What follows belongs to an exercise in optimizing a design on an open flow for small area, a short achievable clock period and few clock cycles; a production flow would make more cautious choices. RTL that was checked went through simulation tests only; none was proved equivalent to the original. For runs 1 and 2, only the layout was checked, not whether the RTL still works. Power and IR drop assume default switching activity.

==> flow/config.mk <==
export PLATFORM = sky130hd
export DESIGN_NAME = servo_pwm_channel_generator
export DESIGN_NICKNAME = servo_pwm_channel_generator
export VERILOG_FILES = /design/flow/design.v
export SDC_FILE = /design/flow/constraint.sdc
export NUM_CORES = 4
export LEC_CHECK = 0
export CAP_MARGIN = 20
export CORE_MARGIN = 2
export CORE_UTILIZATION = 50
export CTS_BUF_LIST = sky130_fd_sc_hd__clkbuf_4
export PLACE_DENSITY = 0.65
export SETUP_SLACK_MARGIN = 3.5
export SLEW_MARGIN = 20
==> flow/constraint.sdc <==
create_clock -name core_clock -period 7.0 [get_ports {clk}]
set_input_delay 1.4000 -clock core_clock [delete_from_list [all_inputs] [get_ports {clk}]]
set_output_delay 1.4000 -clock core_clock [all_outputs]
set_load 0.01 [all_outputs]
==> flow/design.v <==
`timescale 1ns / 1ps
package spg_pkg;
    localparam int CHANNEL_COUNT    = 11;
    localparam int GROUP_COUNT      = 4;
    localparam int TICKS_PER_SECOND = 2000000;
    localparam int ACTION_W   = 2;
    localparam int CH_W       = 4;
    localparam int PULSE_W    = 16;
    localparam int CLAMP_W    = 14;
    localparam int FREQ_W     = 15;
    localparam int TOP_W      = 16;
    localparam int CMP_W      = 16;
    localparam int PIN_W      = 11;
    localparam int REG_IDX_W  = 3;
    localparam int CFG_DATA_W = 16;
    localparam int DIV_BITS   = 1;
    localparam int DIV_CNT_W  = 4;
    localparam int ZERO_W     = 4;
    localparam int MAX_ZEROS  = 11;
    localparam logic [TOP_W-1:0]   DIV_MIN_DIVISOR = TOP_W'((TICKS_PER_SECOND >> TOP_W) + 1);
    localparam logic [FREQ_W-1:0]  SAT_TOP_FREQ    = FREQ_W'(TICKS_PER_SECOND / 65535);
    localparam logic [TOP_W-1:0]   EXACT_FREQ_MAX  = TOP_W'(1414);
    localparam logic [CLAMP_W-1:0] RESET_MIN_PULSE = CLAMP_W'(900);
    localparam logic [CLAMP_W-1:0] RESET_MAX_PULSE = CLAMP_W'(2100);
    localparam logic [FREQ_W-1:0]  RESET_FREQ      = FREQ_W'(50);
    localparam logic [TOP_W-1:0]   RESET_TOP       = TOP_W'(TICKS_PER_SECOND / 50);
    localparam logic [PIN_W-1:0]   RESET_ENABLE    = PIN_W'(255);
    localparam logic [ACTION_W-1:0] ACT_WRITE = 2'd0;
    localparam logic [ACTION_W-1:0] ACT_READ  = 2'd1;
    localparam logic [ACTION_W-1:0] ACT_TICK  = 2'd2;
    localparam logic [REG_IDX_W-1:0] REG_MIN_PULSE = 3'd0;
    localparam logic [REG_IDX_W-1:0] REG_MAX_PULSE = 3'd1;
    localparam logic [REG_IDX_W-1:0] REG_FREQ_A    = 3'd2;
    localparam logic [REG_IDX_W-1:0] REG_FREQ_B    = 3'd3;
    localparam logic [REG_IDX_W-1:0] REG_FREQ_D    = 3'd4;
    localparam logic [REG_IDX_W-1:0] REG_TOP_C     = 3'd5;
    localparam logic [REG_IDX_W-1:0] REG_ENABLE    = 3'd6;
    localparam logic [1:0] GRP_A = 2'd0;
    localparam logic [1:0] GRP_B = 2'd1;
    localparam logic [1:0] GRP_C = 2'd2;
    localparam logic [1:0] GRP_D = 2'd3;
    function automatic logic [1:0] grp_of(input logic [CH_W-1:0] ch);
        case (ch)
            4'd2, 4'd3, 4'd9:  grp_of = GRP_B;
            4'd4, 4'd5:        grp_of = GRP_C;
            4'd6, 4'd7, 4'd10: grp_of = GRP_D;
            default:           grp_of = GRP_A;
        endcase
    endfunction
    function automatic logic [TOP_W-1:0] reset_or(input logic run, input logic [TOP_W-1:0] d,
                                                  input logic [TOP_W-1:0] reset_value);
        reset_or = ({TOP_W{run}} & d) | ({TOP_W{!run}} & reset_value);
    endfunction
    function automatic logic le16(input logic [TOP_W-1:0] a, input logic [TOP_W-1:0] b);
        logic gt;
        logic eq;
        gt = 1'b0;
        eq = 1'b1;
        for (int i = TOP_W - 1; i >= 0; i--)
        begin
            gt = gt | (eq & a[i] & !b[i]);
            eq = eq & !(a[i] ^ b[i]);
        end
        le16 = !gt;
    endfunction
    function automatic logic [ZERO_W-1:0] div_zeros(input logic [TOP_W-1:0] d);
        div_zeros = '0;
        for (int k = 1; k <= MAX_ZEROS; k++)
        begin
            if ((k % DIV_BITS) == 0 && 32'(d) > (TICKS_PER_SECOND >> (TOP_W - k)))
            begin
                div_zeros = ZERO_W'(k);
            end
        end
    endfunction
    function automatic logic [TOP_W-1:0] div_rem_init(input logic [ZERO_W-1:0] z);
        div_rem_init = '0;
        for (int k = 0; k <= MAX_ZEROS; k++)
        begin
            if (z == ZERO_W'(k))
            begin
                div_rem_init = TOP_W'(TICKS_PER_SECOND >> (TOP_W - k));
            end
        end
    endfunction
    function automatic logic [TOP_W-1:0] div_low_init(input logic [ZERO_W-1:0] z);
        div_low_init = '0;
        for (int k = 0; k <= MAX_ZEROS; k++)
        begin
            if (z == ZERO_W'(k))
            begin
                div_low_init = TOP_W'(TICKS_PER_SECOND << k);
            end
        end
    endfunction
    function automatic logic [DIV_CNT_W-1:0] div_last_step(input logic [ZERO_W-1:0] z);
        div_last_step = DIV_CNT_W'((TOP_W - 32'(z)) / DIV_BITS - 1);
    endfunction
endpackage
`timescale 1ns / 1ps
module spg_divider
(
    input  logic                           clk,
    input  logic                           load,
    input  logic [spg_pkg::TOP_W-1:0]      divisor,
    input  logic [spg_pkg::ZERO_W-1:0]     zeros,
    output logic [spg_pkg::TOP_W-1:0]      quotient_next,
    output logic [spg_pkg::TOP_W-1:0]      divisor_reg
);
    logic [spg_pkg::TOP_W-1:0] div_reg;
    logic [spg_pkg::TOP_W-1:0] rem_reg;
    logic [spg_pkg::TOP_W-1:0] quo_reg;
    logic [spg_pkg::TOP_W-1:0] rem_next;
    logic [spg_pkg::TOP_W-1:0] quo_next;
    logic [spg_pkg::TOP_W:0]   shifted;
    logic [spg_pkg::TOP_W+1:0] diff;
    logic                      ge;
    always_comb
    begin
        shifted  = {rem_reg, quo_reg[spg_pkg::TOP_W-1]};
        diff     = {1'b0, shifted} - {2'b00, div_reg};
        ge       = !diff[spg_pkg::TOP_W+1];
        rem_next = ge ? diff[spg_pkg::TOP_W-1:0] : shifted[spg_pkg::TOP_W-1:0];
        quo_next = {quo_reg[spg_pkg::TOP_W-2:0], ge};
    end
    always_ff @(posedge clk)
    begin
        if (load)
        begin
            div_reg <= divisor;
            rem_reg <= spg_pkg::div_rem_init(zeros);
            quo_reg <= spg_pkg::div_low_init(zeros);
        end
        else
        begin
            rem_reg <= rem_next;
            quo_reg <= quo_next;
        end
    end
    assign quotient_next = quo_next;
    assign divisor_reg   = div_reg;
endmodule
`timescale 1ns / 1ps
module spg_config
(
    input  logic                                          clk,
    input  logic                                          rst_n,
    input  logic                                          cfg_fire,
    input  logic [spg_pkg::REG_IDX_W-1:0]                 cfg_index,
    input  logic [spg_pkg::CFG_DATA_W-1:0]                cfg_data,
    output logic [spg_pkg::CLAMP_W-1:0]                   min_pulse,
    output logic [spg_pkg::CLAMP_W-1:0]                   max_pulse,
    output logic [spg_pkg::PIN_W-1:0]                     pin_enable,
    output logic [spg_pkg::GROUP_COUNT-1:0][spg_pkg::TOP_W-1:0]  top,
    output logic [spg_pkg::GROUP_COUNT-1:0][spg_pkg::FREQ_W-1:0] freq_rb,
    output logic                                          idle,
    output logic                                          top_busy,
    output logic                                          freq_busy,
    output logic                                          freq_done,
    output logic                                          freq_pending,
    output logic [1:0]                                    busy_grp,
    output logic [1:0]                                    next_grp,
    output logic [spg_pkg::ZERO_W-1:0]                    next_zeros
);
    logic [spg_pkg::CLAMP_W-1:0]                          min_reg;
    logic [spg_pkg::CLAMP_W-1:0]                          max_reg;
    logic [spg_pkg::PIN_W-1:0]                            enable_reg;
    logic [spg_pkg::GROUP_COUNT-1:0][spg_pkg::TOP_W-1:0]  top_reg;
    logic [spg_pkg::GROUP_COUNT-1:0][spg_pkg::FREQ_W-1:0] freq_reg;
    logic                                                 top_busy_reg;
    logic                                                 need_freq_reg;
    logic                                                 prep_reg;
    logic                                                 freq_busy_reg;
    logic [1:0]                                           grp_reg;
    logic [spg_pkg::DIV_CNT_W-1:0]                        step_reg;
    logic [spg_pkg::TOP_W-1:0]                            cfg_top;
    logic [1:0]                                           cfg_grp;
    logic                                                 div_load;
    logic [spg_pkg::TOP_W-1:0]                            div_in;
    logic [spg_pkg::TOP_W-1:0]                            zeros_of;
    logic [spg_pkg::ZERO_W-1:0]                           zeros;
    logic [spg_pkg::TOP_W-1:0]                            quotient;
    logic [spg_pkg::TOP_W-1:0]                            divisor;
    logic                                                 last_step;
    logic                                                 div_small;
    logic [spg_pkg::TOP_W-1:0]                            top_val;
    logic [spg_pkg::FREQ_W-1:0]                           freq_val;
    logic [spg_pkg::FREQ_W-1:0]                           cfg_freq;
    logic                                                 cfg_need_freq;
    logic [spg_pkg::ZERO_W-1:0]                           zeros_reg;
    spg_divider u_divider
    (
        .clk           (clk),
        .load          (div_load),
        .divisor       (div_in),
        .zeros         (zeros),
        .quotient_next (quotient),
        .divisor_reg   (divisor)
    );
    assign cfg_top = (cfg_index == spg_pkg::REG_TOP_C) ? cfg_data
                                                       : {1'b0, cfg_data[spg_pkg::FREQ_W-1:0]};
    assign cfg_grp = (cfg_index == spg_pkg::REG_FREQ_A) ? spg_pkg::GRP_A :
                     (cfg_index == spg_pkg::REG_FREQ_B) ? spg_pkg::GRP_B : spg_pkg::GRP_D;
    assign div_in   = prep_reg ? divisor : (top_busy_reg ? top_val : cfg_top);
    assign div_load = cfg_fire || (top_busy_reg && last_step) || prep_reg;
    assign zeros_of = prep_reg ? divisor : cfg_top;
    assign zeros    = spg_pkg::div_zeros(zeros_of);
    assign last_step   = (step_reg == '0);
    assign div_small   = (divisor < spg_pkg::DIV_MIN_DIVISOR);
    assign top_val     = div_small ? {spg_pkg::TOP_W{1'b1}} : quotient;
    assign freq_val    = (div_small || quotient[spg_pkg::TOP_W-1]) ? {spg_pkg::FREQ_W{1'b1}}
                                                                   : quotient[spg_pkg::FREQ_W-1:0];
    assign cfg_freq      = (cfg_top < spg_pkg::DIV_MIN_DIVISOR) ? spg_pkg::SAT_TOP_FREQ
                                                                : cfg_top[spg_pkg::FREQ_W-1:0];
    assign cfg_need_freq = (cfg_top > spg_pkg::EXACT_FREQ_MAX);
    always_ff @(posedge clk or negedge rst_n)
    begin
        if (!rst_n)
        begin
            top_busy_reg  <= 1'b0;
            prep_reg      <= 1'b0;
            freq_busy_reg <= 1'b0;
        end
        else
        begin
            prep_reg <= 1'b0;
            if (cfg_fire)
            begin
                if ((cfg_index == spg_pkg::REG_FREQ_A) || (cfg_index == spg_pkg::REG_FREQ_B)
                    || (cfg_index == spg_pkg::REG_FREQ_D))
                begin
                    top_busy_reg <= 1'b1;
                end
                if (cfg_index == spg_pkg::REG_TOP_C)
                begin
                    freq_busy_reg <= 1'b1;
                end
            end
            else if (top_busy_reg)
            begin
                if (last_step)
                begin
                    top_busy_reg  <= 1'b0;
                    prep_reg      <= need_freq_reg;
                    freq_busy_reg <= need_freq_reg;
                end
            end
            else if (freq_busy_reg && !prep_reg && last_step)
            begin
                freq_busy_reg <= 1'b0;
            end
        end
    end
    logic                                                 top_done;
    logic                                                 freq_last;
    logic                                                 min_we;
    logic                                                 max_we;
    logic                                                 enable_we;
    logic [spg_pkg::GROUP_COUNT-1:0]                      top_we;
    logic [spg_pkg::GROUP_COUNT-1:0]                      freq_we;
    logic [spg_pkg::TOP_W-1:0]                            cfg_wd;
    logic [spg_pkg::GROUP_COUNT-1:0][spg_pkg::TOP_W-1:0]  top_wd;
    logic [spg_pkg::FREQ_W-1:0]                           freq_wd;
    assign top_done  = top_busy_reg && last_step;
    assign freq_last = freq_busy_reg && !prep_reg && last_step;
    always_comb
    begin
        min_we    = !rst_n || (cfg_fire && (cfg_index == spg_pkg::REG_MIN_PULSE));
        max_we    = !rst_n || (cfg_fire && (cfg_index == spg_pkg::REG_MAX_PULSE));
        enable_we = !rst_n || (cfg_fire && (cfg_index == spg_pkg::REG_ENABLE));
        cfg_wd    = cfg_data;
        for (int g = 0; g < spg_pkg::GROUP_COUNT; g++)
        begin
            top_we[g]  = !rst_n || (top_done && (grp_reg == 2'(g)))
                      || (cfg_fire && (cfg_index == spg_pkg::REG_TOP_C) && (g == spg_pkg::GRP_C));
            freq_we[g] = !rst_n || ((grp_reg == 2'(g)) && freq_last)
                      || (cfg_fire && !cfg_need_freq && (cfg_grp == 2'(g))
                          && ((cfg_index == spg_pkg::REG_FREQ_A) || (cfg_index == spg_pkg::REG_FREQ_B)
                              || (cfg_index == spg_pkg::REG_FREQ_D)));
            top_wd[g]  = spg_pkg::reset_or(rst_n,
                             (g == spg_pkg::GRP_C && !top_busy_reg) ? cfg_data : top_val,
                             spg_pkg::RESET_TOP);
        end
        freq_wd = spg_pkg::FREQ_W'(spg_pkg::reset_or(rst_n,
                      spg_pkg::TOP_W'(freq_busy_reg ? freq_val : cfg_freq),
                      spg_pkg::TOP_W'(spg_pkg::RESET_FREQ)));
    end
    always_ff @(posedge clk)
    begin
        if (min_we)
        begin
            min_reg <= spg_pkg::CLAMP_W'(spg_pkg::reset_or(rst_n, cfg_wd,
                                                           spg_pkg::TOP_W'(spg_pkg::RESET_MIN_PULSE)));
        end
        if (max_we)
        begin
            max_reg <= spg_pkg::CLAMP_W'(spg_pkg::reset_or(rst_n, cfg_wd,
                                                           spg_pkg::TOP_W'(spg_pkg::RESET_MAX_PULSE)));
        end
        if (enable_we)
        begin
            enable_reg <= spg_pkg::PIN_W'(spg_pkg::reset_or(rst_n, cfg_wd,
                                                            spg_pkg::TOP_W'(spg_pkg::RESET_ENABLE)));
        end
        for (int g = 0; g < spg_pkg::GROUP_COUNT; g++)
        begin
            if (top_we[g])
            begin
                top_reg[g] <= top_wd[g];
            end
            if (freq_we[g])
            begin
                freq_reg[g] <= freq_wd;
            end
        end
    end
    always_ff @(posedge clk)
    begin
        step_reg <= step_reg - 1'b1;
        if (cfg_fire)
        begin
            step_reg <= spg_pkg::div_last_step(zeros);
            if (cfg_index == spg_pkg::REG_TOP_C)
            begin
                grp_reg <= spg_pkg::GRP_C;
            end
            else
            begin
                grp_reg       <= cfg_grp;
                need_freq_reg <= cfg_need_freq;
                zeros_reg     <= zeros;
            end
        end
        else if (prep_reg)
        begin
            step_reg <= spg_pkg::div_last_step(zeros);
        end
    end
    assign min_pulse  = min_reg;
    assign max_pulse  = max_reg;
    assign pin_enable = enable_reg;
    assign top        = top_reg;
    assign freq_rb    = freq_reg;
    assign idle       = !top_busy_reg && !freq_busy_reg;
    assign top_busy   = top_busy_reg;
    assign freq_busy  = freq_busy_reg;
    assign freq_done  = freq_last;
    assign freq_pending = freq_busy_reg || (top_busy_reg && need_freq_reg);
    assign next_grp   = cfg_fire ? cfg_grp : grp_reg;
    assign next_zeros = cfg_fire ? zeros : zeros_reg;
    assign busy_grp   = grp_reg;
endmodule
`timescale 1ns / 1ps
module spg_core
(
    input  logic                                          clk,
    input  logic                                          rst_n,
    input  logic                                          accept,
    input  logic [spg_pkg::ACTION_W-1:0]                  req_action,
    input  logic [spg_pkg::CH_W-1:0]                      req_channel,
    input  logic [spg_pkg::PULSE_W-1:0]                   req_pulse_us,
    input  logic [spg_pkg::CLAMP_W-1:0]                   min_pulse,
    input  logic [spg_pkg::CLAMP_W-1:0]                   max_pulse,
    input  logic [spg_pkg::PIN_W-1:0]                     pin_enable,
    input  logic [spg_pkg::GROUP_COUNT-1:0][spg_pkg::TOP_W-1:0]  top,
    input  logic [spg_pkg::GROUP_COUNT-1:0][spg_pkg::FREQ_W-1:0] freq_rb,
    input  logic                                          freq_done,
    input  logic [1:0]                                    busy_grp,
    input  logic                                          freq_pending,
    input  logic                                          top_busy,
    input  logic [1:0]                                    next_grp,
    input  logic [spg_pkg::ZERO_W-1:0]                    next_zeros,
    output logic                                          tick_safe,
    output logic                                          item_free,
    output logic                                          rsp_valid,
    input  logic                                          rsp_ready,
    output logic [spg_pkg::FREQ_W-1:0]                    rsp_readback_us,
    output logic [spg_pkg::FREQ_W-1:0]                    rsp_group_freq_hz,
    output logic [spg_pkg::PIN_W-1:0]                     rsp_pin_levels,
    output logic                                          rsp_channel_valid
);
    logic [spg_pkg::CHANNEL_COUNT-1:0][spg_pkg::FREQ_W-1:0] cmp_reg;
    logic [spg_pkg::GROUP_COUNT-1:0][spg_pkg::TOP_W-1:0]    cnt_reg;
    logic                        item_valid_reg;
    logic                        item_wait_reg;
    logic [spg_pkg::CH_W-1:0]    item_ch_reg;
    logic                        item_read_reg;
    logic                        res_valid_reg;
    logic [spg_pkg::FREQ_W-1:0]  res_readback_reg;
    logic [spg_pkg::FREQ_W-1:0]  res_freq_reg;
    logic [spg_pkg::PIN_W-1:0]   res_pins_reg;
    logic                        res_chan_valid_reg;
    logic                        move;
    logic                        item_chan_valid;
    logic [spg_pkg::FREQ_W-1:0]  readback;
    logic [spg_pkg::PIN_W-1:0]   pins;
    logic [spg_pkg::CLAMP_W-1:0] clamped;
    always_comb
    begin
        if (!spg_pkg::le16(req_pulse_us, spg_pkg::PULSE_W'(max_pulse)))
        begin
            clamped = max_pulse;
        end
        else if (!spg_pkg::le16(spg_pkg::PULSE_W'(min_pulse), req_pulse_us))
        begin
            clamped = min_pulse;
        end
        else
        begin
            clamped = req_pulse_us[spg_pkg::CLAMP_W-1:0];
        end
    end
    logic [spg_pkg::CHANNEL_COUNT-1:0]                    cmp_we;
    logic [spg_pkg::FREQ_W-1:0]                           cmp_wd;
    logic                                                 cnt_we;
    logic [spg_pkg::GROUP_COUNT-1:0][spg_pkg::TOP_W-1:0]  cnt_wd;
    always_comb
    begin
        for (int i = 0; i < spg_pkg::CHANNEL_COUNT; i++)
        begin
            cmp_we[i] = !rst_n || (accept && (req_action == spg_pkg::ACT_WRITE)
                                   && (req_channel == spg_pkg::CH_W'(i)));
        end
        cmp_wd = spg_pkg::FREQ_W'(spg_pkg::reset_or(rst_n, spg_pkg::TOP_W'(clamped),
                                                    spg_pkg::TOP_W'({spg_pkg::FREQ_W{1'b1}})));
        cnt_we = !rst_n || (accept && (req_action == spg_pkg::ACT_TICK));
        for (int g = 0; g < spg_pkg::GROUP_COUNT; g++)
        begin
            cnt_wd[g] = spg_pkg::reset_or(rst_n,
                            (spg_pkg::le16(top[g], cnt_reg[g]) && !(top_busy && (busy_grp == 2'(g))))
                            ? '0 : cnt_reg[g] + 1'b1, '0);
        end
    end
    always_ff @(posedge clk)
    begin
        for (int i = 0; i < spg_pkg::CHANNEL_COUNT; i++)
        begin
            if (cmp_we[i])
            begin
                cmp_reg[i] <= cmp_wd;
            end
        end
        if (cnt_we)
        begin
            cnt_reg <= cnt_wd;
        end
    end
    always_comb
    begin
        item_chan_valid = (item_ch_reg < spg_pkg::CH_W'(spg_pkg::CHANNEL_COUNT));
        readback = '0;
        for (int i = 0; i < spg_pkg::CHANNEL_COUNT; i++)
        begin
            if (item_read_reg && (item_ch_reg == spg_pkg::CH_W'(i)))
            begin
                readback = cmp_reg[i];
            end
        end
        for (int i = 0; i < spg_pkg::CHANNEL_COUNT; i++)
        begin
            pins[i] = pin_enable[i]
                && spg_pkg::le16(cnt_reg[spg_pkg::grp_of(spg_pkg::CH_W'(i))],
                                 {cmp_reg[i], cmp_reg[i][spg_pkg::FREQ_W-1]});
        end
    end
    assign move      = item_valid_reg && !item_wait_reg && (!res_valid_reg || rsp_ready);
    assign item_free = !item_valid_reg || move;
    always_ff @(posedge clk or negedge rst_n)
    begin
        if (!rst_n)
        begin
            item_valid_reg <= 1'b0;
            item_wait_reg  <= 1'b0;
            res_valid_reg  <= 1'b0;
        end
        else
        begin
            if (accept)
            begin
                item_valid_reg <= 1'b1;
            end
            else if (move)
            begin
                item_valid_reg <= 1'b0;
            end
            item_wait_reg <= (accept ? ((req_channel < spg_pkg::CH_W'(spg_pkg::CHANNEL_COUNT))
                                        && (spg_pkg::grp_of(req_channel) == busy_grp))
                                     : item_wait_reg)
                             && freq_pending && !freq_done;
            if (move)
            begin
                res_valid_reg <= 1'b1;
            end
            else if (rsp_ready)
            begin
                res_valid_reg <= 1'b0;
            end
        end
    end
    always_ff @(posedge clk)
    begin
        if (accept)
        begin
            item_ch_reg   <= req_channel;
            item_read_reg <= (req_action == spg_pkg::ACT_READ);
        end
        if (move)
        begin
            res_readback_reg   <= readback;
            res_freq_reg       <= item_chan_valid ? freq_rb[spg_pkg::grp_of(item_ch_reg)] : '0;
            res_pins_reg       <= pins;
            res_chan_valid_reg <= item_chan_valid;
        end
    end
    logic [spg_pkg::TOP_W-1:0] safe_cnt;
    logic [spg_pkg::TOP_W-1:0] safe_mask;
    logic                      safe_next;
    logic                      tick_safe_reg;
    always_comb
    begin
        safe_cnt  = cnt_reg[next_grp];
        safe_mask = spg_pkg::TOP_W'({spg_pkg::TOP_W{1'b1}} >> (32'(next_zeros) + 1));
        safe_next = ((safe_cnt & ~safe_mask) == '0) && ((safe_cnt & safe_mask) != safe_mask);
    end
    always_ff @(posedge clk or negedge rst_n)
    begin
        if (!rst_n)
        begin
            tick_safe_reg <= 1'b0;
        end
        else
        begin
            tick_safe_reg <= safe_next;
        end
    end
    assign tick_safe         = tick_safe_reg;
    assign rsp_valid         = res_valid_reg;
    assign rsp_readback_us   = res_readback_reg;
    assign rsp_group_freq_hz = res_freq_reg;
    assign rsp_pin_levels    = res_pins_reg;
    assign rsp_channel_valid = res_chan_valid_reg;
endmodule
`timescale 1ns / 1ps
module servo_pwm_channel_generator
(
    input  logic                             clk,
    input  logic                             rst_n,
    input  logic                             req_valid,
    output logic                             req_ready,
    input  logic [spg_pkg::ACTION_W-1:0]     req_action,
    input  logic [spg_pkg::CH_W-1:0]         req_channel,
    input  logic [spg_pkg::PULSE_W-1:0]      req_pulse_us,
    output logic                             rsp_valid,
    input  logic                             rsp_ready,
    output logic [spg_pkg::FREQ_W-1:0]       rsp_readback_us,
    output logic [spg_pkg::FREQ_W-1:0]       rsp_group_freq_hz,
    output logic [spg_pkg::PIN_W-1:0]        rsp_pin_levels,
    output logic                             rsp_channel_valid,
    input  logic                             cfg_valid,
    output logic                             cfg_ready,
    input  logic [spg_pkg::REG_IDX_W-1:0]    cfg_index,
    input  logic [spg_pkg::CFG_DATA_W-1:0]   cfg_data
);
    logic [spg_pkg::CLAMP_W-1:0]                          min_pulse;
    logic [spg_pkg::CLAMP_W-1:0]                          max_pulse;
    logic [spg_pkg::PIN_W-1:0]                            pin_enable;
    logic [spg_pkg::GROUP_COUNT-1:0][spg_pkg::TOP_W-1:0]  top;
    logic [spg_pkg::GROUP_COUNT-1:0][spg_pkg::FREQ_W-1:0] freq_rb;
    logic                                                 cfg_idle;
    logic                                                 top_busy;
    logic                                                 freq_busy;
    logic                                                 freq_done;
    logic                                                 freq_pending;
    logic [1:0]                                           next_grp;
    logic [spg_pkg::ZERO_W-1:0]                           next_zeros;
    logic                                                 tick_safe;
    logic [1:0]                                           busy_grp;
    logic                                                 item_free;
    logic                                                 req_ok;
    logic                                                 cfg_ok;
    logic                                                 item_first_reg;
    logic                                                 accept;
    logic                                                 cfg_fire;
    spg_config u_config
    (
        .clk        (clk),
        .rst_n      (rst_n),
        .cfg_fire   (cfg_fire),
        .cfg_index  (cfg_index),
        .cfg_data   (cfg_data),
        .min_pulse  (min_pulse),
        .max_pulse  (max_pulse),
        .pin_enable (pin_enable),
        .top        (top),
        .freq_rb    (freq_rb),
        .idle       (cfg_idle),
        .top_busy   (top_busy),
        .freq_busy  (freq_busy),
        .freq_done  (freq_done),
        .freq_pending (freq_pending),
        .busy_grp   (busy_grp),
        .next_grp   (next_grp),
        .next_zeros (next_zeros)
    );
    spg_core u_core
    (
        .clk               (clk),
        .rst_n             (rst_n),
        .accept            (accept),
        .req_action        (req_action),
        .req_channel       (req_channel),
        .req_pulse_us      (req_pulse_us),
        .min_pulse         (min_pulse),
        .max_pulse         (max_pulse),
        .pin_enable        (pin_enable),
        .top               (top),
        .freq_rb           (freq_rb),
        .freq_done         (freq_done),
        .busy_grp          (busy_grp),
        .freq_pending      (freq_pending),
        .top_busy          (top_busy),
        .next_grp          (next_grp),
        .next_zeros        (next_zeros),
        .tick_safe         (tick_safe),
        .item_free         (item_free),
        .rsp_valid         (rsp_valid),
        .rsp_ready         (rsp_ready),
        .rsp_readback_us   (rsp_readback_us),
        .rsp_group_freq_hz (rsp_group_freq_hz),
        .rsp_pin_levels    (rsp_pin_levels),
        .rsp_channel_valid (rsp_channel_valid)
    );
    assign req_ok    = item_free && (!top_busy || tick_safe);
    assign cfg_ok    = item_free && cfg_idle;
    assign req_ready = req_ok && !(cfg_valid && cfg_ok && !item_first_reg);
    assign cfg_ready = cfg_ok && !(req_valid && req_ok && item_first_reg);
    assign accept    = req_valid && req_ready;
    assign cfg_fire  = cfg_valid && cfg_ready;
    always_ff @(posedge clk or negedge rst_n)
    begin
        if (!rst_n)
        begin
            item_first_reg <= 1'b0;
        end
        else if (cfg_fire)
        begin
            item_first_reg <= 1'b1;
        end
        else if (accept)
        begin
            item_first_reg <= 1'b0;
        end
    end
endmodule
==> flow/run.sh <==
#!/bin/bash
# synth_recipe.tcl (not shown) runs the flow's synth.tcl, then flattens the netlist and writes it again
# the make line also repeats each setting of config.mk as NAME=value (left out here)
make -C /OpenROAD-flow-scripts/flow DESIGN_CONFIG=/design/flow/config.mk WORK_HOME=/design/flow/orfs CLKGATE_MAP_FILE= SYNTH_SCRIPT=/design/flow/synth_recipe.tcl finish
==> results by group, run 1 <==
Critical path
  • Startpoint Class: register
  • Arrival @ worst endpoint: around 4.6 ns
  • R2r endpoint: u_core.res_pins_reg[5]
  • Worst r2r src: u_core.cmp_reg[89]
  • Buffers and inverters on the worst path: 0
  • Worst path cell trace: nand2b_4 > maj3_2 > maj3_2 > maj3_2 > maj3_2 > maj3_2 > maj3_2 > maj3_2 > maj3_2 > maj3_2 > o211a_1
  • R2r setup slk: 3.14 ns
  • Crit path max fanout: 2
  • WS Path Type: reg2reg
  • FF-to-FF path depth: 11
  • Crit path to: u_core.res_pins_reg[5]
  • Worst setup path start: u_core.cmp_reg[89]
  • Worst Setup End Kind: register
  • Top delay family on crit path: adder cells
  • CP max stage delay: between 0.4 and 0.5 ns
  • WP depth: 11
  • Critical Path RT: 7.74 ns
  • Most used cell, CP: maj3_2
  • Slowest cell on crit path: edfxtp_1

Placed design
  • PortBufs: 90
  • Global placer's final weighted congestion: 0.991
  • HPWL after detailed placement: ~71000 um
  • Placed insts: 3203
  • Pre-CTS setup slack: 1.59 ns

Final layout
  • Share of cells above drive strength 1: 24.4%
  • Filler cell count: 4475
  • Sequential cell area: 14800 um^2
  • Nets: 2849
  • Area of the multi-input gates: 12600 um^2
  • Area delta synth->final: 21.3%
  • Number of flip-flops in the largest register: 165
  • Cell Count, Final, Fillers Out: 3572

STA
  • Max Clock Skew: roughly 0.059 ns
  • Final setup fails: 0
  • Worst rel slew slack: between 30% and 40%
  • Final hold vios: 0
  • Min Tclk post-route: 3.86 ns
  • TNS Setup: 0 ns
  • Final period util: 55.1%
  • Slew @ Worst Pin: approximately 1 ns
  • F_max: 259 MHz
  • Worst Slack Setup Final: between 3 and 4 ns
  • Unrepaired setup endpoints after global routing: true
  • Slew Limit Fails: 0

Drt
  • DRC Markers: 0
  • Final wirelength: between 100000 and 150000 um
  • DR pass1 iterations: 8
  • Routed wire per std cell: 28.5 um
  • Routed Antenna Nets: 0
  • Vias: 22700
  • 1st-iter DRT viols: about 3000
  • Vias/cell: 6.36

Clock tree
  • CTS hold repair buffers: 0
  • H-tree depth: 4
  • Clk sink count: 508
  • Root Buffer Master: clkbuf_4
  • Clk buf depth: 3
  • Clock-pin slew on the worst setup and hold paths: roughly 0.06 ns
  • CTS Buf Count: 141
  • CTS tree: built
  • Latest clock arrival within the worst-skew pair: 1.03 ns

Synthesis
  • Top-count cell post-synth: edfxtp_1
  • Post-synth ARST share: 1.57%
  • Synth Register Bits: between 500 and 600
  • Ys Warns: 4
  • Synth top area share: 50.6%
  • Commonest cells post-synth: edfxtp_1 (462), nor2_1 (226), inv_1 (189), nand2_1 (177), a21oi_1 (125)
  • Synth Instances: 2481
  • Area leader, netlist: edfxtp_1
  • Post-Syn Area: 27400 um^2
  • Main synth FF type: edfxtp_1
  • Post-synthesis area per instance: 11.0 um^2
  • Syn_nets: 2570
  • EDFF count, synth: 462
  • Synth top area cells: edfxtp_1 (51%), maj3_1 (4.0%), nor2_1 (3.1%)
  • Register area share after synthesis: 54.1%
  • Post-synth cell types: 83

Power and ir drop
  • P_leak: 12.2 nW
  • PD cells: 342 nW/um^2
  • Peak supply drop: approximately 0.33 mV

Floorplan
  • Initial core utilization: 50.7%
  • Die Wd: 238 um
  • Io pins: 91
  • DIE AREA: 56700 um^2
  • Core area: 54000 um^2
  • Die height: 238 um
  • Std cell rows: 85

Global route
  • Global-route wire length before repair: 146000 um
  • Total GRT Usage: 35.8%
  • Vias in the first global route: about 22000
  • Gr ovfl total: 0
  • Largest net degree at the start of global routing: 73
  • Initial antenna violation count: 2

Hold path
  • Min-delay worst type: reg2reg

Flow run
  • Number of max-cap violations: 0

Status
  • Status: no timing/DRC/antenna violations
## timing repair
item / 4_1_cts / 5_1_grt
endpoints found under the hold margin: 0 / 0
setup endpoints to repair: 337 / 261
buffers inserted: 75 / 23
pin swaps: 76 / 81
resized for setup: 202 / 100
gates cloned: 9 / 3
## layout make-up
type / instances / share of cell area (%)
antenna: 8 / 0.0602
clock buffer: 204 / 4.61
clock inverter: 47 / 0.934
inverter: 197 / 2.29
multi-input combinational: 1668 / 37.8
sequential: 508 / 44.6
tap: 696 / 2.62
timing repair buffer: 244 / 7.02
## worst min path at each step
stage	from	to	slack, ns	cells after the start
final	u_config.step_reg[0]	u_config.step_reg[0]	0.48	1
after global routing	u_config.step_reg[0]	u_config.step_reg[0]	0.52	1
after CTS	u_config.step_reg[0]	u_config.step_reg[0]	0.48	1
after floorplan	u_config.u_divider.quo_reg[7]	u_config.u_divider.quo_reg[8]	0.43	2
after detailed placement	u_config.step_reg[0]	u_config.step_reg[0]	0.47	1
after global placement	u_config.step_reg[0]	u_config.step_reg[0]	0.46	1
## power breakdown
part | total, mW | internal [mW] | switching (mW) | leakage (nW)
sequential | 4.63 | 4.06 | 0.567 | 4.84
combinational | 3.94 | 1.67 | 2.28 | 6.33
clock | 2.79 | 1.46 | 1.32 | 1.08
total | 11.4 | 7.19 | 4.17 | 12.2
## routing by layer
metal | wire, um | track usage [%] | part of all wire [%]
met5 | 0 | 0 | 0
met4 | 6220 | 20.4 | 6.1
met3 | 8800 | 6.87 | 8.7
met2 | 47800 | 58.3 | 47
met1 | 38900 | 45.0 | 38
## kinds of logic after synthesis
| family | count (synthesis) | share of synthesized area (%) |
|---|---|---|
| buffers and inverters | 311 | 4.29 |
| flip-flops | 508 | 54.1 |
| AO/OA/AOI/OAI | 522 | 13.0 |
| adder cells (fa/ha/maj) | 165 | 6.51 |
| AND/OR/NAND/NOR | 783 | 13.9 |
| multiplexers | 75 | 4.37 |
| XOR/XNOR | 117 | 3.74 |
## stage by stage
step	instance area (um^2)	util (%)	power (mW)	hold slack (ns)
2_1_floorplan	27800	-	6.59	0.432
5_1_grt	33200	61.5	11.9	0.517
3_5_place_dp	29500	54.5	7.97	0.469
6_report	33200	61.5	11.4	0.479
3_3_place_gp	29500	54.5	7.92	0.464
4_1_cts	32700	60.6	11.2	0.476
## placed cells by master, fill, tap and decap left out, types with 10 or more instances in the layout
cell	count
edfxtp_1	462
clkbuf_4	204
nor2_1	197
inv_1	179
nand2_1	170
buf_4	121
a21oi_1	107
xnor2_1	91
o21ai_0	73
maj3_2	70
nand3_1	67
clkdlybuf4s50_1	65
nor2b_1	53
maj3_1	52
nand2b_1	50
ha_1	42
nor3_1	41
dfxtp_1	37
clkinv_1	35
and2_1	34
mux2i_1	34
mux4_2	34
o21ai_1	26
xor2_1	26
nor2_2	25
and3_1	25
o22ai_1	24
nand4_1	21
o211ai_1	21
a22oi_1	18
buf_6	18
a31oi_1	15
a21oi_2	14
a222oi_1	14
o221a_2	13
nor3b_1	11
buf_12	11
a22o_1	10
==> run 2, diff against run 1 <==
--- a/flow/design.v
+++ b/flow/design.v
@@ -155,12 +155,10 @@
     output logic [spg_pkg::GROUP_COUNT-1:0][spg_pkg::FREQ_W-1:0] freq_rb,
     output logic                                          idle,
     output logic                                          top_busy,
-    output logic                                          freq_busy,
     output logic                                          freq_done,
     output logic                                          freq_pending,
     output logic [1:0]                                    busy_grp,
-    output logic [1:0]                                    next_grp,
-    output logic [spg_pkg::ZERO_W-1:0]                    next_zeros
+    output logic [spg_pkg::ZERO_W-1:0]                    busy_zeros
 );
     logic [spg_pkg::CLAMP_W-1:0]                          min_reg;
     logic [spg_pkg::CLAMP_W-1:0]                          max_reg;
@@ -343,11 +341,9 @@
     assign freq_rb    = freq_reg;
     assign idle       = !top_busy_reg && !freq_busy_reg;
     assign top_busy   = top_busy_reg;
-    assign freq_busy  = freq_busy_reg;
     assign freq_done  = freq_last;
     assign freq_pending = freq_busy_reg || (top_busy_reg && need_freq_reg);
-    assign next_grp   = cfg_fire ? cfg_grp : grp_reg;
-    assign next_zeros = cfg_fire ? zeros : zeros_reg;
+    assign busy_zeros = zeros_reg;
     assign busy_grp   = grp_reg;
 endmodule
 `timescale 1ns / 1ps
@@ -368,8 +364,7 @@
     input  logic [1:0]                                    busy_grp,
     input  logic                                          freq_pending,
     input  logic                                          top_busy,
-    input  logic [1:0]                                    next_grp,
-    input  logic [spg_pkg::ZERO_W-1:0]                    next_zeros,
+    input  logic [spg_pkg::ZERO_W-1:0]                    busy_zeros,
     output logic                                          tick_safe,
     output logic                                          item_free,
     output logic                                          rsp_valid,
@@ -518,9 +513,9 @@
     logic                      tick_safe_reg;
     always_comb
     begin
-        safe_cnt  = cnt_reg[next_grp];
-        safe_mask = spg_pkg::TOP_W'({spg_pkg::TOP_W{1'b1}} >> (32'(next_zeros) + 1));
-        safe_next = ((safe_cnt & ~safe_mask) == '0) && ((safe_cnt & safe_mask) != safe_mask);
+        safe_cnt  = cnt_reg[busy_grp];
+        safe_mask = spg_pkg::TOP_W'({spg_pkg::TOP_W{1'b1}} >> (32'(busy_zeros) + 1));
+        safe_next = top_busy && ((safe_cnt & ~safe_mask) == '0) && ((safe_cnt & safe_mask) != safe_mask);
     end
     always_ff @(posedge clk or negedge rst_n)
     begin
@@ -568,11 +563,9 @@
     logic [spg_pkg::GROUP_COUNT-1:0][spg_pkg::FREQ_W-1:0] freq_rb;
     logic                                                 cfg_idle;
     logic                                                 top_busy;
-    logic                                                 freq_busy;
     logic                                                 freq_done;
     logic                                                 freq_pending;
-    logic [1:0]                                           next_grp;
-    logic [spg_pkg::ZERO_W-1:0]                           next_zeros;
+    logic [spg_pkg::ZERO_W-1:0]                           busy_zeros;
     logic                                                 tick_safe;
     logic [1:0]                                           busy_grp;
     logic                                                 item_free;
@@ -595,12 +588,10 @@
         .freq_rb    (freq_rb),
         .idle       (cfg_idle),
         .top_busy   (top_busy),
-        .freq_busy  (freq_busy),
         .freq_done  (freq_done),
         .freq_pending (freq_pending),
-        .busy_grp   (busy_grp),
-        .next_grp   (next_grp),
-        .next_zeros (next_zeros)
+        .busy_grp     (busy_grp),
+        .busy_zeros   (busy_zeros)
     );
     spg_core u_core
     (
@@ -619,8 +610,7 @@
         .busy_grp          (busy_grp),
         .freq_pending      (freq_pending),
         .top_busy          (top_busy),
-        .next_grp          (next_grp),
-        .next_zeros        (next_zeros),
+        .busy_zeros        (busy_zeros),
         .tick_safe         (tick_safe),
         .item_free         (item_free),
         .rsp_valid         (rsp_valid),
--- a/flow/config.mk
+++ b/flow/config.mk
@@ -8,7 +8,7 @@
 export CAP_MARGIN = 20
 export CORE_MARGIN = 2
 export CORE_UTILIZATION = 50
-export CTS_BUF_LIST = sky130_fd_sc_hd__clkbuf_4
+export CTS_BUF_LIST = sky130_fd_sc_hd__clkbuf_4 sky130_fd_sc_hd__clkbuf_8
 export PLACE_DENSITY = 0.65
 export SETUP_SLACK_MARGIN = 3.5
 export SLEW_MARGIN = 20
==> results by group, run 2 <==
Final layout
  • Share of cells above drive strength 1: 19.6% (-4.8 points)
  • Area of the multi-input gates: 12900 um^2 (+2.3%)
  • Filler cell count: 4470 (-0.11%)
  • Sequential cell area: 14800 um^2 (about the same)
  • Commonest non-fill, non-tap cell in the layout: edfxtp_1
  • Nets: 2780 (-2.4%)
  • Most frequent cells in the layout: edfxtp_1 (462), nor2_1 (201), nand2_1 (168)
  • Number of flip-flops in the largest register: 165 (unchanged)
  • Area delta synth->final: 19.0%

STA
  • Worst Slack Setup Final: 3.19 ns (+0.0441 ns)
  • Final period util: 54.5% (-0.63 points)
  • Min Tclk post-route: 3.81 ns (-0.0441 ns)
  • Slew @ Worst Pin: 1.11 ns (+0.124 ns)
  • TNS Setup: 0 ns (unchanged)
  • Max Clock Skew: 0.0367 ns (-0.0218 ns)
  • Slew Limit Fails: 0 (unchanged)
  • Unrepaired setup endpoints after global routing: true
  • Final setup fails: 0 (unchanged)
  • Worst rel slew slack: 26.2% (-8.3 points)
  • F_max: 262 MHz (+1.2%)
  • Final hold vios: 0 (unchanged)

Floorplan
  • Initial core utilization: 50.5% (-0.23 points)
  • Std cell rows: 86 (+1.2%)
  • Core area: 55000 um^2 (+1.8%)
  • DIE AREA: 57400 um^2 (+1.3%)
  • Io pins: 91 (unchanged)
  • Die Wd: 240 um (+0.64%)
  • Die height: 240 um (+0.64%)

Global route
  • Met1 Use GR: 46.6% (+1.6 points)
  • Total GRT Usage: 34.5% (-1.3 points)
  • Initial antenna violation count: 3 (+1)
  • Met2 Use GR: 52.9% (-5.4 points)
  • Global-route wire length before repair: 144000 um (-1.5%)
  • Gr ovfl total: 0 (unchanged)
  • Vias in the first global route: 21800 (-1.9%)
  • Most used routing layer: met2
  • GR Layer Usage met3: 7.27% (+0.40 points)
  • Largest net degree at the start of global routing: 69 (-5.5%)

Placed design
  • Global placer's final weighted congestion: 0.969 (-2.2%)
  • HPWL after detailed placement: 71300 um (+0.49%)
  • Pre-CTS setup slack: 1.70 ns (+0.104 ns)
  • PortBufs: 90 (unchanged)

Synthesis
  • Post-Synth Adder-Cell Area: 6.18% (-0.33 points)
  • Synth top area cells: edfxtp_1 (50%), maj3_1 (3.0%), nor2_1 (2.8%)
  • Register area share after synthesis: 53.4% (-0.70 points)
  • Largest family of logic cells by synthesized area: compound AO/OA/AOI/OAI gates
  • Top-count cell post-synth: edfxtp_1
  • Area leader, netlist: edfxtp_1
  • Synth Instances: 2497 (+0.64%)
  • Post-synthesis mux area share: 4.16% (-0.21 points)
  • Syn_nets: 2586 (+0.62%)
  • Synth Register Bits: 508 (unchanged)
  • Synth top area share: 50.0% (-0.65 points)
  • Post-synth cell types: 94 (+13%)
  • Area fraction in compound gates after synthesis: 14.5% (+1.5 points)
  • Post-Syn Area: 27800 um^2 (+1.3%)
  • Commonest cells post-synth: edfxtp_1 (462), nor2_1 (209), nand2_1 (176), inv_1 (148), a21oi_1 (127)
  • Ys Warns: 4 (unchanged)
  • Post-synth ARST share: 1.57% (unchanged)
  • Post-synthesis area per instance: 11.1 um^2 (+0.66%)
  • EDFF count, synth: 462 (unchanged)
  • Synth Area in XOR/XNOR: 3.41% (-0.33 points)
  • Post-synthesis simple-gate area fraction: 14.4% (+0.45 points)
  • Main synth FF type: edfxtp_1

Clock tree
  • CTS tree: built
  • CTS Buf Count: 89 (-37%)
  • Root Buffer Master: clkbuf_8
  • Clk buf depth: 3 (unchanged)
  • Clk sink count: 508 (unchanged)
  • H-tree depth: 3 (-1)
  • Clock-pin slew on the worst setup and hold paths: 0.06 ns (about the same)
  • Latest clock arrival within the worst-skew pair: 0.70 ns (-0.33 ns)

Critical path
  • Crit path max fanout: 5 (+3)
  • WS Path Type: in2reg
  • FF-to-FF path depth: 8 (-3)
  • Critical Path RT: 7.44 ns (-0.30 ns)
  • Arrival @ worst endpoint: 4.26 ns (-0.34 ns)
  • Startpoint Class: input pin
  • R2r setup slk: 3.53 ns (+0.39 ns)
  • Worst Setup End Kind: register

Status
  • Status: no timing/DRC/antenna violations

Hold path
  • Min-delay worst type: reg2reg
  • Worst hold path depth: 2 (+1)

Power and ir drop
  • PD cells: 333 nW/um^2 (-2.5%)
  • Peak supply drop: 0.182 mV (-45%)
  • P_leak: 11.5 nW (-5.7%)

Drt
  • 1st-iter DRT viols: 2843 (-5.6%)
  • Vias/cell: 6.47 (+1.6%)
  • Routed Antenna Nets: 0 (unchanged)
  • Vias: 22700 (-0.035%)
  • DRC Markers: 0 (unchanged)
  • Final wirelength: 99500 um (-2.2%)
  • Routed wire per std cell: 28.3 um (-0.51%)
  • DR pass1 iterations: 8 (unchanged)

Flow run
  • Number of max-cap violations: 0 (unchanged)
==> run 2: cell families after synthesis <==
| logic type | after synthesis |
|---|---|
| buf+inv | 274 |
| simple gates | 803 |
| compound gates | 575 |
| mux | 73 |
| flops | 508 |
| fa+ha+maj | 156 |
| xor+xnor | 108 |
==> run 2: layer usage <==
metal / routed length (um) / vias to the layer above
met5: 0 / -
met1: 38800 / 11100
met3: 10800 / 307
met2: 44200 / 1468
li1: - / 9817
met4: 5700 / 0
==> run 2: power breakdown <==
group | switching (mW) | internal (mW) | total (mW)
logic | 2.04 | 1.45 | 3.49
registers | 0.585 | 4.08 | 4.67
clock network | 1.27 | 1.58 | 2.85
total | 3.89 | 7.12 | 11.0
==> run 2: repair_timing <==
item                                   CTS  global route
buffers inserted                        58            23
resized for setup                      175            97
pin swaps                               28            27
hold buffers                             0             0
gates cloned                             5             1
endpoints found under the hold margin    0             0
setup endpoints to repair              466           277
==> run 2: layout make-up <==
class	instances	area share, %
antenna	4	0.0303
multi-input combinational	1716	38.9
timing repair buffer	213	5.89
sequential	508	44.9
inverter	163	1.91
clock buffer	126	4.59
clock inverter	35	0.913
tap	748	2.83
==> run 2: final timing paths <==
| kind | from | end |
|---|---|---|
| max in group asynchronous | rst_n | u_config.freq_busy_reg |
| worst min register to register | u_config.u_divider.quo_reg[15] | u_config.u_divider.rem_reg[0] |
| worst max-delay path | req_pulse_us[11] | u_core.cmp_reg[124] |
| worst min-delay path | u_config.u_divider.quo_reg[15] | u_config.u_divider.rem_reg[0] |
| min in group asynchronous | rst_n | u_core.item_valid_reg |
| worst max register to register | u_config.top_busy_reg | u_core.cmp_reg[90] |
==> run 2: through the flow <==
step	hold slack, ns	std cells	area [um^2]	power (mW)	util [%]
after floorplan	0.448	2497	28100	6.64	-
after global placement	0.477	3261	29700	7.90	54.1
after CTS	0.500	3485	32600	10.9	59.3
after global routing	0.512	3510	33000	11.5	60.1
final	0.506	3513	33000	11.0	60.1
after detailed placement	0.487	3261	29800	7.96	54.1
==> run 2: worst max-delay path, cell delays in order <==
cell and delay (ns):
dlygate4sd2_1 0.35, xor2_1 0.19, a31oi_1 0.23, nand3_2 0.17, buf_4 0.18, o31a_1 0.31, a41o_4 0.30, buf_6 0.14
buf_4 0.15, a2111oi_4 0.38, a311oi_2 0.09, buf_4 0.24, buf_6 0.13
==> run 3, diff against run 2 <==
--- a/flow/design.v
+++ b/flow/design.v
@@ -157,8 +157,7 @@
     output logic                                          top_busy,
     output logic                                          freq_done,
     output logic                                          freq_pending,
-    output logic [1:0]                                    busy_grp,
-    output logic [spg_pkg::ZERO_W-1:0]                    busy_zeros
+    output logic [1:0]                                    busy_grp
 );
     logic [spg_pkg::CLAMP_W-1:0]                          min_reg;
     logic [spg_pkg::CLAMP_W-1:0]                          max_reg;
@@ -185,7 +184,8 @@
     logic [spg_pkg::FREQ_W-1:0]                           freq_val;
     logic [spg_pkg::FREQ_W-1:0]                           cfg_freq;
     logic                                                 cfg_need_freq;
-    logic [spg_pkg::ZERO_W-1:0]                           zeros_reg;
+    logic [spg_pkg::TOP_W-1:0]                            top_bound;
+    logic [spg_pkg::TOP_W-1:0]                            top_src;
     spg_divider u_divider
     (
         .clk           (clk),
@@ -261,6 +261,9 @@
     logic [spg_pkg::FREQ_W-1:0]                           freq_wd;
     assign top_done  = top_busy_reg && last_step;
     assign freq_last = freq_busy_reg && !prep_reg && last_step;
+    assign top_bound = {spg_pkg::TOP_W{1'b1}} >> (32'(zeros) + 1);
+    assign top_src   = top_busy_reg ? top_val
+                     : ((cfg_index == spg_pkg::REG_TOP_C) ? cfg_data : top_bound);
     always_comb
     begin
         min_we    = !rst_n || (cfg_fire && (cfg_index == spg_pkg::REG_MIN_PULSE));
@@ -270,14 +273,15 @@
         for (int g = 0; g < spg_pkg::GROUP_COUNT; g++)
         begin
             top_we[g]  = !rst_n || (top_done && (grp_reg == 2'(g)))
-                      || (cfg_fire && (cfg_index == spg_pkg::REG_TOP_C) && (g == spg_pkg::GRP_C));
+                      || (cfg_fire && (cfg_index == spg_pkg::REG_TOP_C) && (g == spg_pkg::GRP_C))
+                      || (cfg_fire && (cfg_grp == 2'(g))
+                          && ((cfg_index == spg_pkg::REG_FREQ_A) || (cfg_index == spg_pkg::REG_FREQ_B)
+                              || (cfg_index == spg_pkg::REG_FREQ_D)));
             freq_we[g] = !rst_n || ((grp_reg == 2'(g)) && freq_last)
                       || (cfg_fire && !cfg_need_freq && (cfg_grp == 2'(g))
                           && ((cfg_index == spg_pkg::REG_FREQ_A) || (cfg_index == spg_pkg::REG_FREQ_B)
                               || (cfg_index == spg_pkg::REG_FREQ_D)));
-            top_wd[g]  = spg_pkg::reset_or(rst_n,
-                             (g == spg_pkg::GRP_C && !top_busy_reg) ? cfg_data : top_val,
-                             spg_pkg::RESET_TOP);
+            top_wd[g]  = spg_pkg::reset_or(rst_n, top_src, spg_pkg::RESET_TOP);
         end
         freq_wd = spg_pkg::FREQ_W'(spg_pkg::reset_or(rst_n,
                       spg_pkg::TOP_W'(freq_busy_reg ? freq_val : cfg_freq),
@@ -326,7 +330,6 @@
             begin
                 grp_reg       <= cfg_grp;
                 need_freq_reg <= cfg_need_freq;
-                zeros_reg     <= zeros;
             end
         end
         else if (prep_reg)
@@ -343,7 +346,6 @@
     assign top_busy   = top_busy_reg;
     assign freq_done  = freq_last;
     assign freq_pending = freq_busy_reg || (top_busy_reg && need_freq_reg);
-    assign busy_zeros = zeros_reg;
     assign busy_grp   = grp_reg;
 endmodule
 `timescale 1ns / 1ps
@@ -364,7 +366,6 @@
     input  logic [1:0]                                    busy_grp,
     input  logic                                          freq_pending,
     input  logic                                          top_busy,
-    input  logic [spg_pkg::ZERO_W-1:0]                    busy_zeros,
     output logic                                          tick_safe,
     output logic                                          item_free,
     output logic                                          rsp_valid,
@@ -386,6 +387,7 @@
     logic [spg_pkg::PIN_W-1:0]   res_pins_reg;
     logic                        res_chan_valid_reg;
     logic                        move;
+    logic [spg_pkg::GROUP_COUNT-1:0] at_top;
     logic                        item_chan_valid;
     logic [spg_pkg::FREQ_W-1:0]  readback;
     logic [spg_pkg::PIN_W-1:0]   pins;
@@ -421,8 +423,9 @@
         cnt_we = !rst_n || (accept && (req_action == spg_pkg::ACT_TICK));
         for (int g = 0; g < spg_pkg::GROUP_COUNT; g++)
         begin
+            at_top[g] = spg_pkg::le16(top[g], cnt_reg[g]);
             cnt_wd[g] = spg_pkg::reset_or(rst_n,
-                            (spg_pkg::le16(top[g], cnt_reg[g]) && !(top_busy && (busy_grp == 2'(g))))
+                            (at_top[g] && !(top_busy && (busy_grp == 2'(g))))
                             ? '0 : cnt_reg[g] + 1'b1, '0);
         end
     end
@@ -507,15 +510,11 @@
             res_chan_valid_reg <= item_chan_valid;
         end
     end
-    logic [spg_pkg::TOP_W-1:0] safe_cnt;
-    logic [spg_pkg::TOP_W-1:0] safe_mask;
-    logic                      safe_next;
-    logic                      tick_safe_reg;
+    logic                            safe_next;
+    logic                            tick_safe_reg;
     always_comb
     begin
-        safe_cnt  = cnt_reg[busy_grp];
-        safe_mask = spg_pkg::TOP_W'({spg_pkg::TOP_W{1'b1}} >> (32'(busy_zeros) + 1));
-        safe_next = top_busy && ((safe_cnt & ~safe_mask) == '0) && ((safe_cnt & safe_mask) != safe_mask);
+        safe_next = top_busy && !at_top[busy_grp];
     end
     always_ff @(posedge clk or negedge rst_n)
     begin
@@ -565,7 +564,6 @@
     logic                                                 top_busy;
     logic                                                 freq_done;
     logic                                                 freq_pending;
-    logic [spg_pkg::ZERO_W-1:0]                           busy_zeros;
     logic                                                 tick_safe;
     logic [1:0]                                           busy_grp;
     logic                                                 item_free;
@@ -590,8 +588,7 @@
         .top_busy   (top_busy),
         .freq_done  (freq_done),
         .freq_pending (freq_pending),
-        .busy_grp     (busy_grp),
-        .busy_zeros   (busy_zeros)
+        .busy_grp     (busy_grp)
     );
     spg_core u_core
     (
@@ -610,7 +607,6 @@
         .busy_grp          (busy_grp),
         .freq_pending      (freq_pending),
         .top_busy          (top_busy),
-        .busy_zeros        (busy_zeros),
         .tick_safe         (tick_safe),
         .item_free         (item_free),
         .rsp_valid         (rsp_valid),
==> results by group, run 3 <==
Critical path
  • WS Path Type: in2reg
  • Arrival @ worst endpoint: 4.05 ns (-0.21 ns)
  • Crit path max fanout: 6 (+1)
  • FF-to-FF path depth: 10 (+2)
  • R2r setup slk: 3.58 ns (+0.05 ns)
  • Worst r2r src: u_config.prep_reg
  • Crit path to: u_core.cmp_reg[132]
  • Startpoint Class: input pin
  • Worst Setup End Kind: register
  • Worst setup path start: req_pulse_us[0]
  • R2r endpoint: u_config.top_reg[44]
  • Critical Path RT: 7.39 ns (-0.05 ns)

Final layout
  • Number of flip-flops in the largest register: 165 (unchanged)
  • Area of the multi-input gates: 11800 um^2 (-8.2%)
  • Nets: 2731 (-1.8%)
  • Most frequent cells in the layout: edfxtp_1 (458), inv_1 (181), nor2_1 (178)
  • Share of cells above drive strength 1: 16.4% (-3.2 points)
  • Filler cell count: 4522 (+1.2%)
  • Commonest non-fill, non-tap cell in the layout: edfxtp_1
  • Area delta synth->final: 17.5%
  • Final core occ: 59.2% (-0.85 points)
  • Sequential cell area: 14700 um^2 (-0.79%)
  • Cell Count, Final, Fillers Out: 3403 (-3.1%)

Drt
  • DR WL met3: 7870 um (-27%)
  • WL met2: 43000 um (-2.8%)
  • Routed wire per std cell: 26.8 um (-5.3%)
  • WL met1: 34700 um (-11%)
  • Top Layer Used: met4
  • Vias: 21700 (-4.6%)
  • DRC Markers: 0 (unchanged)
  • 1st-iter DRT viols: 2562 (-9.9%)
  • Final wirelength: 91200 um (-8.3%)
  • DR pass1 iterations: 7 (-1)
  • Vias/cell: 6.36 (-1.6%)
  • Routed Antenna Nets: 0 (unchanged)

Floorplan
  • Die Wd: 236 um (-1.3%)
  • Std cell rows: 85 (-1.2%)
  • Die height: 236 um (-1.3%)
  • Initial core utilization: 50.4% (-0.067 points)
  • Core area: 53600 um^2 (-2.5%)
  • Io pins: 91 (unchanged)
  • DIE AREA: 55900 um^2 (-2.6%)

Synthesis
  • Synth Register Bits: 504 (-0.79%)
  • Ys Warns: 4 (unchanged)
  • Synth Instances: 2456 (-1.6%)
  • Post-synth cell types: 92 (-2.1%)
  • Synth top area share: 50.9% (+0.91 points)
  • Register area share after synthesis: 54.4% (+1.0 points)
  • Post-Syn Area: 27000 um^2 (-2.6%)
  • Top-count cell post-synth: edfxtp_1
  • Synth top area cells: edfxtp_1 (51%), maj3_1 (2.9%), dfxtp_1 (2.8%)
  • Post-synthesis area per instance: 11.0 um^2 (-1.0%)
  • EDFF count, synth: 458 (-0.87%)
  • Post-synth ARST share: 1.59% (+0.012 points)
  • Main synth FF type: edfxtp_1
  • Commonest cells post-synth: edfxtp_1 (458), inv_1 (185), nor2_1 (185), nand2_1 (183), a21oi_1 (116)
  • Area leader, netlist: edfxtp_1
  • Syn_nets: 2545 (-1.6%)

Power and ir drop
  • Peak supply drop: 0.249 mV (+37%)
  • P_leak: 11.4 nW (-1.0%)
  • Total Power: 10.7 mW (-2.4%)
  • PD cells: 338 nW/um^2 (+1.6%)

Global route
  • Initial antenna violation count: 3 (unchanged)
  • Global-route wire length before repair: 133000 um (-7.6%)
  • Largest net degree at the start of global routing: 65 (-5.8%)
  • Gr ovfl total: 0 (unchanged)
  • Total GRT Usage: 32.1% (-2.4 points)
  • Vias in the first global route: 21000 (-3.5%)

Hold path
  • Min-delay worst type: reg2reg

Clock tree
  • Clk buf depth: 3 (unchanged)
  • Root Buffer Master: clkbuf_8
  • Clk sink count: 504 (-0.79%)
  • CTS Buf Count: 87 (-2.2%)
  • H-tree depth: 3 (unchanged)
  • Latest clock arrival within the worst-skew pair: 0.69 ns (about the same)
  • CTS tree: built
  • Clock-pin slew on the worst setup and hold paths: 0.07 ns (about the same)

STA
  • Final period util: 52.3% (-2.2 points)
  • Max Clock Skew: 0.0508 ns (+0.0141 ns)
  • Slew Limit Fails: 0 (unchanged)
  • Final hold vios: 0 (unchanged)
  • Worst rel slew slack: 23.6% (-2.6 points)
  • Slew @ Worst Pin: 1.14 ns (+0.0363 ns)
  • Unrepaired setup endpoints after global routing: true
  • TNS Setup: 0 ns (unchanged)
  • F_max: 273 MHz (+4.2%)
  • Min Tclk post-route: 3.66 ns (-0.154 ns)
  • Final setup fails: 0 (unchanged)

Placed design
  • HPWL after detailed placement: 65400 um (-8.3%)
  • Global placer's final weighted congestion: 0.997 (+2.8%)
  • PortBufs: 90 (unchanged)
  • Placed insts: 3176 (-2.6%)

Flow run
  • Number of max-cap violations: 0 (unchanged)

Status
  • Status: no timing/DRC/antenna violations
-- run 3: worst max-delay path, cell delays in order --
cell and delay [ns]:
buf_8 0.10, nor2b_4 0.11, maj3_2 0.33, a221oi_2 0.30
o41ai_2 0.15, a221oi_2 0.29, nor2_2 0.10, a2111oi_4 0.36
buf_6 0.16, buf_6 0.09, buf_6 0.08, or3_4 0.10
o211ai_1 0.10, buf_4 0.23, buf_6 0.14
-- run 3: stage by stage --
step	setup slack, ns	hold WS, ns	instance area (um^2)
2_1_floorplan	2.97	0.438	27200
3_3_place_gp	1.42	0.478	28800
3_5_place_dp	1.43	0.497	28900
4_1_cts	3.42	0.512	31300
5_1_grt	3.26	0.532	31700
6_report	3.34	0.520	31700
-- run 3: where the power goes --
group	leakage [nW]	internal, mW	switching [mW]
Combinational	5.74	1.40	2.02
Sequential	4.80	4.07	0.558
Clock	0.896	1.47	1.23
-- run 3: repair_timing --
action / CTS / global route
gates resized for setup: 155 / 79
setup buffers: 48 / 18
pin swaps: 32 / 23
endpoints found under the setup margin: 387 / 331
gates cloned: 6 / 1
hold buffers: 0 / 0
-- run 3: layer usage --
metal  global-route usage (%)  vias up
li1                         -     9543
met1                     40.3    10600
met4                     18.2        0
met3                     5.69      286
met2                     52.5     1216
met5                        0        -
-- run 3: cell type report --
cell class / instances / share of cell area [%]
sequential: 504 / 46.4
multi-input combinational: 1652 / 37.2
timing repair buffer: 205 / 6.05
clock buffer: 109 / 4.31
tap: 696 / 2.74
inverter: 192 / 2.28
clock inverter: 41 / 1.05
antenna: 4 / 0.0315
-- run 3: kinds of logic after synthesis --
kind of cell,count (synthesis),share of synthesized area [%]
compound gates,575,14.7
xor+xnor,113,3.66
fa+ha+maj,125,5.08
buf+inv,302,4.40
flops,504,54.4
mux,63,3.35
simple gates,774,14.3
-- run 3: how the worst min path moves through the flow --
stage,start,to,cells past startpoint
after floorplan,u_config.step_reg[0],u_config.step_reg[0],1
after global placement,item_first_reg,item_first_reg,2
after detailed placement,u_config.u_divider.quo_reg[3],u_config.u_divider.quo_reg[4],1
after CTS,u_config.u_divider.quo_reg[3],u_config.u_divider.quo_reg[4],1
after global routing,u_config.u_divider.quo_reg[3],u_config.u_divider.quo_reg[4],1
final,u_config.u_divider.quo_reg[3],u_config.u_divider.quo_reg[4],1
Testbench counts of run 3, summed over its fixed seeds: cycles 25,959.
==> run 4, diff against run 3 <==
--- a/flow/config.mk
+++ b/flow/config.mk
@@ -10,5 +10,6 @@
 export CORE_UTILIZATION = 50
 export CTS_BUF_LIST = sky130_fd_sc_hd__clkbuf_4 sky130_fd_sc_hd__clkbuf_8
 export PLACE_DENSITY = 0.65
-export SETUP_SLACK_MARGIN = 3.5
+export SETUP_SLACK_MARGIN = 4.0
 export SLEW_MARGIN = 20
+export TNS_END_PERCENT = 10
==> results by group, run 4 <==
Drt
  • Routed Antenna Nets: 0 (unchanged)
  • Final wirelength: 90600 um (-0.72%)
  • Vias/cell: 6.24 (-1.9%)
  • DR pass1 iterations: 8 (+1)
  • DRC Markers: 0 (unchanged)
  • Routed wire per std cell: 26.4 um (-1.6%)
  • 1st-iter DRT viols: 2420 (-5.5%)
  • Vias: 21400 (-1.0%)

Synthesis
  • Ys Warns: 4 (unchanged)
  • Area leader, netlist: edfxtp_1
  • Post-synthesis area per instance: 11.0 um^2 (unchanged)
  • Synth Instances: 2456 (unchanged)
  • Top-count cell post-synth: edfxtp_1
  • Commonest cells post-synth: edfxtp_1 (458), inv_1 (185), nor2_1 (185), nand2_1 (183), a21oi_1 (116)
  • EDFF count, synth: 458 (unchanged)
  • Main synth FF type: edfxtp_1
  • Syn_nets: 2545 (unchanged)
  • Register area share after synthesis: 54.4% (unchanged)
  • Synth top area cells: edfxtp_1 (51%), maj3_1 (2.9%), dfxtp_1 (2.8%)
  • Post-Syn Area: 27000 um^2 (unchanged)
  • Synth top area share: 50.9% (unchanged)
  • Synth Register Bits: 504 (unchanged)
  • Post-synth ARST share: 1.59% (unchanged)
  • Post-synth cell types: 92 (unchanged)

Final layout
  • Share of cells above drive strength 1: 17.5% (+1.1 points)
  • Area delta synth->final: 18.2%
  • Filler cell count: 4522 (unchanged)
  • Most frequent cells in the layout: edfxtp_1 (458), inv_1 (181), nor2_1 (177)
  • Cell Count, Final, Fillers Out: 3433 (+0.88%)
  • Number of flip-flops in the largest register: 165 (unchanged)
  • Commonest non-fill, non-tap cell in the layout: edfxtp_1
  • Nets: 2753 (+0.81%)

Power and ir drop
  • P_leak: 11.6 nW (+1.1%)
  • PD cells: 337 nW/um^2 (-0.39%)
  • Peak supply drop: 0.240 mV (-3.6%)
  • Total Power: 10.8 mW (+0.27%)

STA
  • Final period util: 51.0% (-1.2 points)
  • Slew Limit Fails: 0 (unchanged)
  • Min Tclk post-route: 3.57 ns (-0.0857 ns)
  • TNS Setup: 0 ns (unchanged)
  • Worst Slack Setup Final: 3.43 ns (+0.0857 ns)
  • Max Clock Skew: 0.0393 ns (-0.0115 ns)
  • F_max: 280 MHz (+2.4%)
  • Final setup fails: 0 (unchanged)
  • Final hold vios: 0 (unchanged)
  • Final hold slack: 0.509 ns (-0.0115 ns)
  • Unrepaired setup endpoints after global routing: true
  • Slew @ Worst Pin: 1.14 ns (-0.00112 ns)
  • Worst rel slew slack: 23.7% (+0.075 points)

Placed design
  • Global placer's final weighted congestion: 0.990 (-0.69%)
  • PortBufs: 90 (unchanged)
  • Pre-CTS setup slack: 1.50 ns (+0.0657 ns)
  • HPWL after detailed placement: 65600 um (+0.31%)
  • Placed insts: 3177 (+0.031%)

Floorplan
  • Die height: 236 um (unchanged)
  • Die Wd: 236 um (unchanged)
  • Io pins: 91 (unchanged)
  • DIE AREA: 55900 um^2 (unchanged)
  • Initial core utilization: 50.4% (unchanged)
  • Std cell rows: 85 (unchanged)
  • Core area: 53600 um^2 (unchanged)

Global route
  • Largest net degree at the start of global routing: 65 (unchanged)
  • Initial antenna violation count: 3 (unchanged)
  • Gr ovfl total: 0 (unchanged)
  • Vias in the first global route: 20900 (-0.66%)
  • Total GRT Usage: 32.1% (+0.044 points)
  • Global-route wire length before repair: 133000 um (+0.11%)

Critical path
  • Critical Path RT: 7.53 ns (+0.14 ns)
  • Arrival @ worst endpoint: 4.10 ns (+0.05 ns)
  • Startpoint Class: input pin
  • R2r setup slk: 3.53 ns (-0.05 ns)
  • Worst Setup End Kind: register
  • Crit path max fanout: 6 (unchanged)
  • WS Path Type: in2reg

Clock tree
  • Clk sink count: 504 (unchanged)
  • Clk buf depth: 3 (unchanged)
  • CTS Buf Count: 89 (+2.3%)
  • Latest clock arrival within the worst-skew pair: 0.71 ns (+0.02 ns)
  • CTS hold repair buffers: 0 (unchanged)
  • CTS tree: built
  • Root Buffer Master: clkbuf_8
  • H-tree depth: 3 (unchanged)
  • Clock-pin slew on the worst setup and hold paths: 0.06 ns (about the same)

Status
  • Status: no timing/DRC/antenna violations

Hold path
  • Min-delay worst type: reg2reg

Flow run
  • Number of max-cap violations: 0 (unchanged)
==> run 4: cell counts after synthesis <==
No cell type changed its count.
==> run 4: cell families (layout without fill, tap and decap cells) <==
kind of cell	after synthesis	in the layout	share of synthesized area (%)
adders and majority gates	125	125	5.08
muxes	63	63	3.35
and+or+nand+nor	774	774	14.3
AOI/OAI and AO/OA	575	577	14.7
DFF	504	504	54.4
buffers and inverters	302	579	4.40
other	0	2	0
xor gates and xnor gates	113	113	3.66
==> run 4: power breakdown <==
group	switching (mW)	total [mW]	leakage (nW)	internal (mW)
combinational	2.01	3.45	5.83	1.44
clock	1.29	2.73	0.925	1.45
sequential	0.521	4.59	4.80	4.07
total	3.82	10.8	11.6	6.95
==> run 4: metal layers <==
layer / vias up / track usage (%) / routed length, um / part of all wire, %
met4: 2 / 19.4 / 5970 / 6.6
met1: 10500 / 40.6 / 35100 / 39
met2: 1085 / 52.3 / 42700 / 47
met3: 272 / 4.95 / 6830 / 7.5
met5: - / 0 / 8 / 0.0088
li1: 9584 / - / - / -
==> run 4: worst max-delay path, stage by stage <==
cell and delay, ns:
buf_6 0.09, nor2b_4 0.11, maj3_2 0.32, a221oi_2 0.27, o41ai_2 0.12, a221oi_2 0.24, nor2_2 0.10, a2111oi_4 0.33
buf_4 0.21, nor2_4 0.04, buf_4 0.14, buf_4 0.15, o211ai_1 0.19, buf_4 0.19, buf_4 0.17
==> run 4: worst paths after layout <==
| kind | from | endpoint | cells after the start |
|---|---|---|---|
| max | req_pulse_us[0] | u_core.cmp_reg[22] | 15 |
| max reg2reg | u_core.cnt_reg[16] | u_core.cnt_reg[20] | 9 |
| min in group asynchronous | rst_n | u_config.top_busy_reg | 1 |
| min | u_config.step_reg[0] | u_config.step_reg[0] | 1 |
| max in group asynchronous | rst_n | u_config.prep_reg | 1 |
| min reg2reg | u_config.step_reg[0] | u_config.step_reg[0] | 1 |
==> run 4: repair_timing <==
item / in CTS / in global routing
buffers inserted: 80 / 6
pin swaps: 54 / 6
resized for setup: 227 / 28
gates cloned: 4 / 2
endpoints found under the setup margin: 699 / 477
==> run 4: layout make-up <==
| cell class | instances | area [um^2] | area share (%) |
|---|---|---|---|
| timing repair buffer | 225 | 2100 | 6.57 |
| tap | 696 | 871 | 2.73 |
| clock inverter | 46 | 295 | 0.924 |
| inverter | 192 | 721 | 2.26 |
| antenna | 2 | 5.00 | 0.0157 |
| sequential | 504 | 14700 | 46.1 |
| multi-input combinational | 1652 | 11800 | 36.9 |
| clock buffer | 116 | 1460 | 4.57 |
==> run 4: metrics by stage <==
step | utilization (%) | instance area (um^2)
after floorplan | - | 27100
after global placement | 53.7 | 28800
after detailed placement | 53.8 | 28800
after CTS | 59.3 | 31800
after global routing | 59.6 | 32000
final | 59.6 | 32000
